This design comes from an exercise in tuning for a short achievable clock period and few clock cycles per item on the open sky130 flow, not from production work.
Where RTL was checked, it was by simulation tests only, not by an equivalence proof against the original.
Power figures rest on the tool's default switching activity, not on a simulated workload.

==> run a: inputs <==
==> flow/design.v (excerpt) <==
module fp_mul_pipe
#(
  parameter int EXP_W = 8,
  parameter int MAN_W = 23,
  localparam int W = 1 + EXP_W + MAN_W
) (
  input  logic         clk,
  input  logic         reset,
  input  logic         in_valid,
  output logic         in_ready,
  input  logic         rnd_mode,
  input  logic [W-1:0] a,
  input  logic [W-1:0] b,
  output logic         out_valid,
  input  logic         out_ready,
  output logic [W-1:0] c,
  output logic         ovf,
  output logic         unf,
  output logic         inv
);
  logic en, out_valid_q;
  assign en       = !out_valid_q | out_ready;
  assign in_ready = en;
  logic [23:0] ma, mb;
  logic [7:0]  ea, eb;
  assign ea = a[30:23];
  assign eb = b[30:23];
  assign ma = {1'b1, a[22:0]};
  assign mb = {1'b1, b[22:0]};
  logic bo0, bt0, bn0;
  logic [25:0] pp0;
  logic bo1, bt1, bn1;
  logic [25:0] pp1;
  logic bo2, bt2, bn2;
  logic [25:0] pp2;
  logic bo3, bt3, bn3;
  logic [25:0] pp3;
  logic bo4, bt4, bn4;
  logic [25:0] pp4;
  logic bo5, bt5, bn5;
  logic [25:0] pp5;
  logic bo6, bt6, bn6;
  logic [25:0] pp6;
  logic bo7, bt7, bn7;
  logic [25:0] pp7;
  logic bo8, bt8, bn8;
  logic [25:0] pp8;
  ...
clock: 8.5 ns
lec_check: 0
abc_clock_period_in_ps: 4000
cap_margin: 20
core_margin: 2
core_utilization: 40
setup_slack_margin: 4
slew_margin: 20
run.sh (not shown) runs the stock make flow with config.mk's settings and CLKGATE_MAP_FILE= SYNTH_SCRIPT=/design/flow/synth_recipe.tcl, a recipe that flattens the netlist after the stock synthesis.
==> run b: changes against run a <==
--- a/flow/config.mk
+++ b/flow/config.mk
@@ -7,3 +7,2 @@
 export LEC_CHECK = 0
-export ABC_CLOCK_PERIOD_IN_PS = 4000
 export CAP_MARGIN = 20
@@ -11,3 +10,2 @@
 export CORE_UTILIZATION = 40
-export SETUP_SLACK_MARGIN = 4
 export SLEW_MARGIN = 20
==> impl_results.rst <==
.. list-table::
   :header-rows: 1

   * - Metric
     - Value
   * - LEAKAGE
     - 14.7 nW
   * - Placement-stage worst setup slack
     - 1.84 ns
   * - Critical Path AT
     - 3.76 ns
   * - End of the worst register-to-register path
     - r_ef0[5]
   * - Worst setup endpoint
     - c[15]
   * - Wirelength per Cell
     - 25.9 um
   * - Fraction of power consumed by combinational cells
     - 80.2%
   * - Status
     - no timing/DRC/antenna violations
# the run above: run a

==> impl_results.rst <==
.. list-table::
   :header-rows: 1

   * - Metric
     - Value
   * - Status
     - no timing/DRC/antenna violations
   * - Placement-stage worst setup slack
     - 1.89 ns
   * - Final max-slew violation count
     - 0
   * - Setup Viol. Count Final
     - 0
   * - Worst setup endpoint
     - r_t29_1
   * - End of the worst register-to-register path
     - r_s
   * - Share of power burned in the clock network
     - 8.5%
   * - Critical Path AT
     - 6.43 ns
   * - Power Density
     - 314 nW/um2
   * - Fraction of power consumed by combinational cells
     - 76.1%
   * - Wirelength per Cell
     - 20.9 um
   * - Critical path peak fanout
     - 19
   * - LEAKAGE
     - 11.2 nW
# the run above: run b

Testbench counts of run a, summed over its fixed seeds: cycles 8,008, items 8,000.
Testbench counts of run b, summed over its fixed seeds: cycles 8,008, items 8,000.

==> maple <==
Another version of the RTL of fp_mul_pipe (not shown whole).
==> flow/config.mk <==
export PLATFORM = sky130hd
export DESIGN_NAME = fp_mul_pipe
export DESIGN_NICKNAME = fp_mul_pipe
export VERILOG_FILES = /design/flow/design.v
export SDC_FILE = /design/flow/constraint.sdc
export NUM_CORES = 4
export LEC_CHECK = 0
export CAP_MARGIN = 20
export CORE_MARGIN = 2
export CORE_UTILIZATION = 40
export PLACE_DENSITY = 0.5
export SETUP_SLACK_MARGIN = 4
export SLEW_MARGIN = 20
==> flow/constraint.sdc <==
create_clock -name core_clock -period 8.5 [get_ports {clk}]
set_input_delay 1.7000 -clock core_clock [delete_from_list [all_inputs] [get_ports {clk}]]
set_output_delay 1.7000 -clock core_clock [all_outputs]
set_load 0.01 [all_outputs]
==> cedar (differences from maple) <==
--- a/flow/design.v
+++ b/flow/design.v
@@ -1868,15 +1868,15 @@
   logic r_ovf0, r_ovf1, r_unf0, r_unf1, r_tie0, r_tie1;
   logic [7:0] r_ef0, r_ef1;
   always_ff @(posedge clk) begin
     if (reset) out_valid_q <= 1'b0;
     else if (en) out_valid_q <= in_valid;
   end
   always_ff @(posedge clk) begin
-    begin
+    if (en) begin
       r_t0_0 <= bn0;
       r_t0_1 <= pp0[0];
       r_t1_0 <= pp0[1];
       r_t2_0 <= pp1[0];
       r_t2_1 <= ts501;
       r_t3_0 <= tc502;
       r_t3_1 <= ts503;
@@ -1988,41 +1988,24 @@
     end
   end
   logic [47:0] q0, q1;
   assign q0 = {r_t47_0, r_t46_0, r_t45_0, r_t44_0, r_t43_0, r_t42_0, r_t41_0, r_t40_0, r_t39_0, r_t38_0, r_t37_0, r_t36_0, r_t35_0, r_t34_0, r_t33_0, r_t32_0, r_t31_0, r_t30_0, r_t29_0, r_t28_0, r_t27_0, r_t26_0, r_t25_0, r_t24_0, r_t23_0, r_t22_0, r_t21_0, r_t20_0, r_t19_0, r_t18_0, r_t17_0, r_t16_0, r_t15_0, r_t14_0, r_t13_0, r_t12_0, r_t11_0, r_t10_0, r_t9_0, r_t8_0, r_t7_0, r_t6_0, r_t5_0, r_t4_0, r_t3_0, r_t2_0, r_t1_0, r_t0_0} + {r_t47_1, r_t46_1, r_t45_1, r_t44_1, r_t43_1, r_t42_1, r_t41_1, r_t40_1, r_t39_1, r_t38_1, r_t37_1, r_t36_1, r_t35_1, r_t34_1, r_t33_1, r_t32_1, r_t31_1, r_t30_1, r_t29_1, r_t28_1, r_t27_1, r_t26_1, r_t25_1, r_t24_1, r_t23_1, 1'b0, r_t21_1, r_t20_1, r_t19_1, r_t18_1, r_t17_1, r_t16_1, r_t15_1, r_t14_1, r_t13_1, r_t12_1, r_t11_1, r_t10_1, r_t9_1, r_t8_1, r_t7_1, r_t6_1, r_t5_1, r_t4_1, r_t3_1, r_t2_1, 1'b0, r_t0_1};
   assign q1 = {r_t47_0, r_t46_0, r_t45_0, r_t44_0, r_t43_0, r_t42_0, r_t41_0, r_t40_0, r_t39_0, r_t38_0, r_t37_0, r_t36_0, r_t35_0, r_t34_0, r_t33_0, r_t32_0, r_t31_0, r_t30_0, r_t29_0, r_t28_0, r_t27_0, r_t26_0, r_t25_0, r_t24_2, r_t23_2, r_t22_1, r_t21_0, r_t20_0, r_t19_0, r_t18_0, r_t17_0, r_t16_0, r_t15_0, r_t14_0, r_t13_0, r_t12_0, r_t11_0, r_t10_0, r_t9_0, r_t8_0, r_t7_0, r_t6_0, r_t5_0, r_t4_0, r_t3_0, r_t2_0, r_t1_0, r_t0_0} + {r_t47_1, r_t46_1, r_t45_1, r_t44_1, r_t43_1, r_t42_1, r_t41_1, r_t40_1, r_t39_1, r_t38_1, r_t37_1, r_t36_1, r_t35_1, r_t34_1, r_t33_1, r_t32_1, r_t31_1, r_t30_1, r_t29_1, r_t28_1, r_t27_1, r_t26_1, r_t25_1, r_t24_1, 1'b0, r_t22_2, r_t21_1, r_t20_1, r_t19_1, r_t18_1, r_t17_1, r_t16_1, r_t15_1, r_t14_1, r_t13_1, r_t12_1, r_t11_1, r_t10_1, r_t9_1, r_t8_1, r_t7_1, r_t6_1, r_t5_1, r_t4_1, r_t3_1, r_t2_1, 1'b0, r_t0_1};
   logic        sel;
   logic [22:0] fr0, fr1, frac;
-  logic [31:0] c_n;
-  logic        ovf_n, unf_n, inv_n;
   always_comb begin
     sel = q0[47];
     fr0 = {q0[45:24], q0[23] & ~r_tie0};
     fr1 = {q1[46:25], q1[24] & ~r_tie1};
     if (sel) begin
-      c_n   = r_ones1 ? 32'hFFFFFFFF : r_zer1 ? {r_s, 31'd0} : {r_s, r_ef1, fr1};
-      ovf_n = r_ovf1;
-      unf_n = r_unf1;
+      c   = r_ones1 ? 32'hFFFFFFFF : r_zer1 ? {r_s, 31'd0} : {r_s, r_ef1, fr1};
+      ovf = r_ovf1;
+      unf = r_unf1;
     end else begin
-      c_n   = r_ones0 ? 32'hFFFFFFFF : r_zer0 ? {r_s, 31'd0} : {r_s, r_ef0, fr0};
-      ovf_n = r_ovf0;
-      unf_n = r_unf0;
+      c   = r_ones0 ? 32'hFFFFFFFF : r_zer0 ? {r_s, 31'd0} : {r_s, r_ef0, fr0};
+      ovf = r_ovf0;
+      unf = r_unf0;
     end
-    inv_n = r_inv;
+    inv = r_inv;
   end
-  logic        hold_q;
-  logic [31:0] c_h;
-  logic        ovf_h, unf_h, inv_h;
-  always_ff @(posedge clk) begin
-    if (reset) hold_q <= 1'b0;
-    else       hold_q <= out_valid_q & !out_ready;
-    c_h   <= c;
-    ovf_h <= ovf;
-    unf_h <= unf;
-    inv_h <= inv;
-  end
-  assign c   = hold_q ? c_h   : c_n;
-  assign ovf = hold_q ? ovf_h : ovf_n;
-  assign unf = hold_q ? unf_h : unf_n;
-  assign inv = hold_q ? inv_h : inv_n;
   assign out_valid = out_valid_q;
 endmodule
MIN_ROUTING_LAYER = met2   (was not set)
PLACE_DENSITY = not set   (was 0.5)
==> willow (differences from maple) <==
--- a/flow/design.v
+++ b/flow/design.v
@@ -1868,15 +1868,15 @@
   logic r_ovf0, r_ovf1, r_unf0, r_unf1, r_tie0, r_tie1;
   logic [7:0] r_ef0, r_ef1;
   always_ff @(posedge clk) begin
     if (reset) out_valid_q <= 1'b0;
     else if (en) out_valid_q <= in_valid;
   end
   always_ff @(posedge clk) begin
-    begin
+    if (en) begin
       r_t0_0 <= bn0;
       r_t0_1 <= pp0[0];
       r_t1_0 <= pp0[1];
       r_t2_0 <= pp1[0];
       r_t2_1 <= ts501;
       r_t3_0 <= tc502;
       r_t3_1 <= ts503;
@@ -1988,41 +1988,24 @@
     end
   end
   logic [47:0] q0, q1;
   assign q0 = {r_t47_0, r_t46_0, r_t45_0, r_t44_0, r_t43_0, r_t42_0, r_t41_0, r_t40_0, r_t39_0, r_t38_0, r_t37_0, r_t36_0, r_t35_0, r_t34_0, r_t33_0, r_t32_0, r_t31_0, r_t30_0, r_t29_0, r_t28_0, r_t27_0, r_t26_0, r_t25_0, r_t24_0, r_t23_0, r_t22_0, r_t21_0, r_t20_0, r_t19_0, r_t18_0, r_t17_0, r_t16_0, r_t15_0, r_t14_0, r_t13_0, r_t12_0, r_t11_0, r_t10_0, r_t9_0, r_t8_0, r_t7_0, r_t6_0, r_t5_0, r_t4_0, r_t3_0, r_t2_0, r_t1_0, r_t0_0} + {r_t47_1, r_t46_1, r_t45_1, r_t44_1, r_t43_1, r_t42_1, r_t41_1, r_t40_1, r_t39_1, r_t38_1, r_t37_1, r_t36_1, r_t35_1, r_t34_1, r_t33_1, r_t32_1, r_t31_1, r_t30_1, r_t29_1, r_t28_1, r_t27_1, r_t26_1, r_t25_1, r_t24_1, r_t23_1, 1'b0, r_t21_1, r_t20_1, r_t19_1, r_t18_1, r_t17_1, r_t16_1, r_t15_1, r_t14_1, r_t13_1, r_t12_1, r_t11_1, r_t10_1, r_t9_1, r_t8_1, r_t7_1, r_t6_1, r_t5_1, r_t4_1, r_t3_1, r_t2_1, 1'b0, r_t0_1};
   assign q1 = {r_t47_0, r_t46_0, r_t45_0, r_t44_0, r_t43_0, r_t42_0, r_t41_0, r_t40_0, r_t39_0, r_t38_0, r_t37_0, r_t36_0, r_t35_0, r_t34_0, r_t33_0, r_t32_0, r_t31_0, r_t30_0, r_t29_0, r_t28_0, r_t27_0, r_t26_0, r_t25_0, r_t24_2, r_t23_2, r_t22_1, r_t21_0, r_t20_0, r_t19_0, r_t18_0, r_t17_0, r_t16_0, r_t15_0, r_t14_0, r_t13_0, r_t12_0, r_t11_0, r_t10_0, r_t9_0, r_t8_0, r_t7_0, r_t6_0, r_t5_0, r_t4_0, r_t3_0, r_t2_0, r_t1_0, r_t0_0} + {r_t47_1, r_t46_1, r_t45_1, r_t44_1, r_t43_1, r_t42_1, r_t41_1, r_t40_1, r_t39_1, r_t38_1, r_t37_1, r_t36_1, r_t35_1, r_t34_1, r_t33_1, r_t32_1, r_t31_1, r_t30_1, r_t29_1, r_t28_1, r_t27_1, r_t26_1, r_t25_1, r_t24_1, 1'b0, r_t22_2, r_t21_1, r_t20_1, r_t19_1, r_t18_1, r_t17_1, r_t16_1, r_t15_1, r_t14_1, r_t13_1, r_t12_1, r_t11_1, r_t10_1, r_t9_1, r_t8_1, r_t7_1, r_t6_1, r_t5_1, r_t4_1, r_t3_1, r_t2_1, 1'b0, r_t0_1};
   logic        sel;
   logic [22:0] fr0, fr1, frac;
-  logic [31:0] c_n;
-  logic        ovf_n, unf_n, inv_n;
   always_comb begin
     sel = q0[47];
     fr0 = {q0[45:24], q0[23] & ~r_tie0};
     fr1 = {q1[46:25], q1[24] & ~r_tie1};
     if (sel) begin
-      c_n   = r_ones1 ? 32'hFFFFFFFF : r_zer1 ? {r_s, 31'd0} : {r_s, r_ef1, fr1};
-      ovf_n = r_ovf1;
-      unf_n = r_unf1;
+      c   = r_ones1 ? 32'hFFFFFFFF : r_zer1 ? {r_s, 31'd0} : {r_s, r_ef1, fr1};
+      ovf = r_ovf1;
+      unf = r_unf1;
     end else begin
-      c_n   = r_ones0 ? 32'hFFFFFFFF : r_zer0 ? {r_s, 31'd0} : {r_s, r_ef0, fr0};
-      ovf_n = r_ovf0;
-      unf_n = r_unf0;
+      c   = r_ones0 ? 32'hFFFFFFFF : r_zer0 ? {r_s, 31'd0} : {r_s, r_ef0, fr0};
+      ovf = r_ovf0;
+      unf = r_unf0;
     end
-    inv_n = r_inv;
+    inv = r_inv;
   end
-  logic        hold_q;
-  logic [31:0] c_h;
-  logic        ovf_h, unf_h, inv_h;
-  always_ff @(posedge clk) begin
-    if (reset) hold_q <= 1'b0;
-    else       hold_q <= out_valid_q & !out_ready;
-    c_h   <= c;
-    ovf_h <= ovf;
-    unf_h <= unf;
-    inv_h <= inv;
-  end
-  assign c   = hold_q ? c_h   : c_n;
-  assign ovf = hold_q ? ovf_h : ovf_n;
-  assign unf = hold_q ? unf_h : unf_n;
-  assign inv = hold_q ? inv_h : inv_n;
   assign out_valid = out_valid_q;
 endmodule
==> summary.md <==
| Metric | Value |
|---|---|
| Highest Signal Layer | `met5` |
| Tap Cells | `855` |
| Area after DPL | `27140 um^2` |
| Critical Path RT | `6800 ps` |
| Status | `finished clean` |
| Hold endpoint | `c_h[31]` |
| RePlAce Congestion | `0.9118` |
| Layout clock area frac | `1.702%` |
| Vias | `29750` |
| Max reg flops | `32` |
| Fillers | `5626` |
| Placed cells | `4193` |
| Crit path arrival time | `3640 ps` |
| Cell repeated most along the worst path | `buf_6` |
| CTS Sinks | `163` |
| R2R cell count | `19` |
| Critical-path cell list | `ha_4 -> and4_4 -> nand3_4 -> or2_4 -> a211oi_4 -> nor3_4 -> buf_6 -> buf_6 -> o21a_4 -> nor4_4 -> buf_4 -> buf_8 -> buf_6 -> a21oi_2 -> a22o_1 -> buf_2` |
[end of results for maple]
==> summary.md <==
| Metric | Value |
|---|---|
| Status | `finished clean` |
| Layout clock area frac | `1.688%` |
| Cell repeated most along the worst path | `buf_6` |
| Hold endpoint | `out_valid_q` |
| Placed cells | `4173` |
| Vias | `29230` |
| Tap Cells | `864` |
| R2R cell count | `4` |
| RePlAce Congestion | `0.9385` |
| Highest Signal Layer | `met5` |
| Crit path arrival time | `3750 ps` |
| Area after DPL | `27710 um^2` |
| CTS Sinks | `127` |
[end of results for willow]
==> summary.md <==
| Metric | Value |
|---|---|
| Status | `did not finish` |
| Stop stage | `5_1_grt` |
| Err | `[ERROR GRT-0116] Global routing finished with congestion. Check the congestion regions in the DRC Viewer.` |
| Placed cells | `4172` |
| Initial Util | `40.24%` |
| RePlAce Congestion | `1.085` |
| Die Y | `260.5 um` |
| CTS Sinks | `127` |
| Htree depth | `4` |
| Area after DPL | `27700 um^2` |
| Chip width | `260.5 um` |
[end of results for cedar]
Testbench counts of maple, summed over its fixed seeds: cycles 8,008, items 8,000.
Only the layout flow was run in cedar and willow; the RTL was not checked for function there.

re-timing with driven ports:
The results above use ideal ports. As a check the final layouts listed here were re-extracted and re-timed, cells and wires unchanged.
Step 1 sets driving cells, clkbuf_16 on the clock port and buf_2 on the other inputs (assumed; they add their load-dependent delay and slew).
Step 2 adds t to the input delays and takes it off the output delays; t is the mean of the earliest and latest rising clock arrival at the registers after step 1. Input paths then give back, and output paths get back, about the clock's delay inside the block.
Three values: no drivers, after step 1, after step 2; two values: the first two.
run	t (ns)	slack for setup (ns)	hold WS [ns]
run a	0.471	3.036 / 2.989 / 2.729	0.894 / 0.894 / 0.894
run b	0.472	2.231 / 2.182 / 1.772	0.995 / 0.995 / 0.995
maple	0.543	3.161 / 3.076 / 2.533	0.457 / 0.457 / 0.457
willow	0.478	3.053 / 3.002 / 2.566	0.836 / 0.836 / 0.836
After both steps every run listed still meets setup and hold. For maple, which loses most, drivers alone change the setup slack by -0.085 ns; drivers and shift together by -0.628 ns.
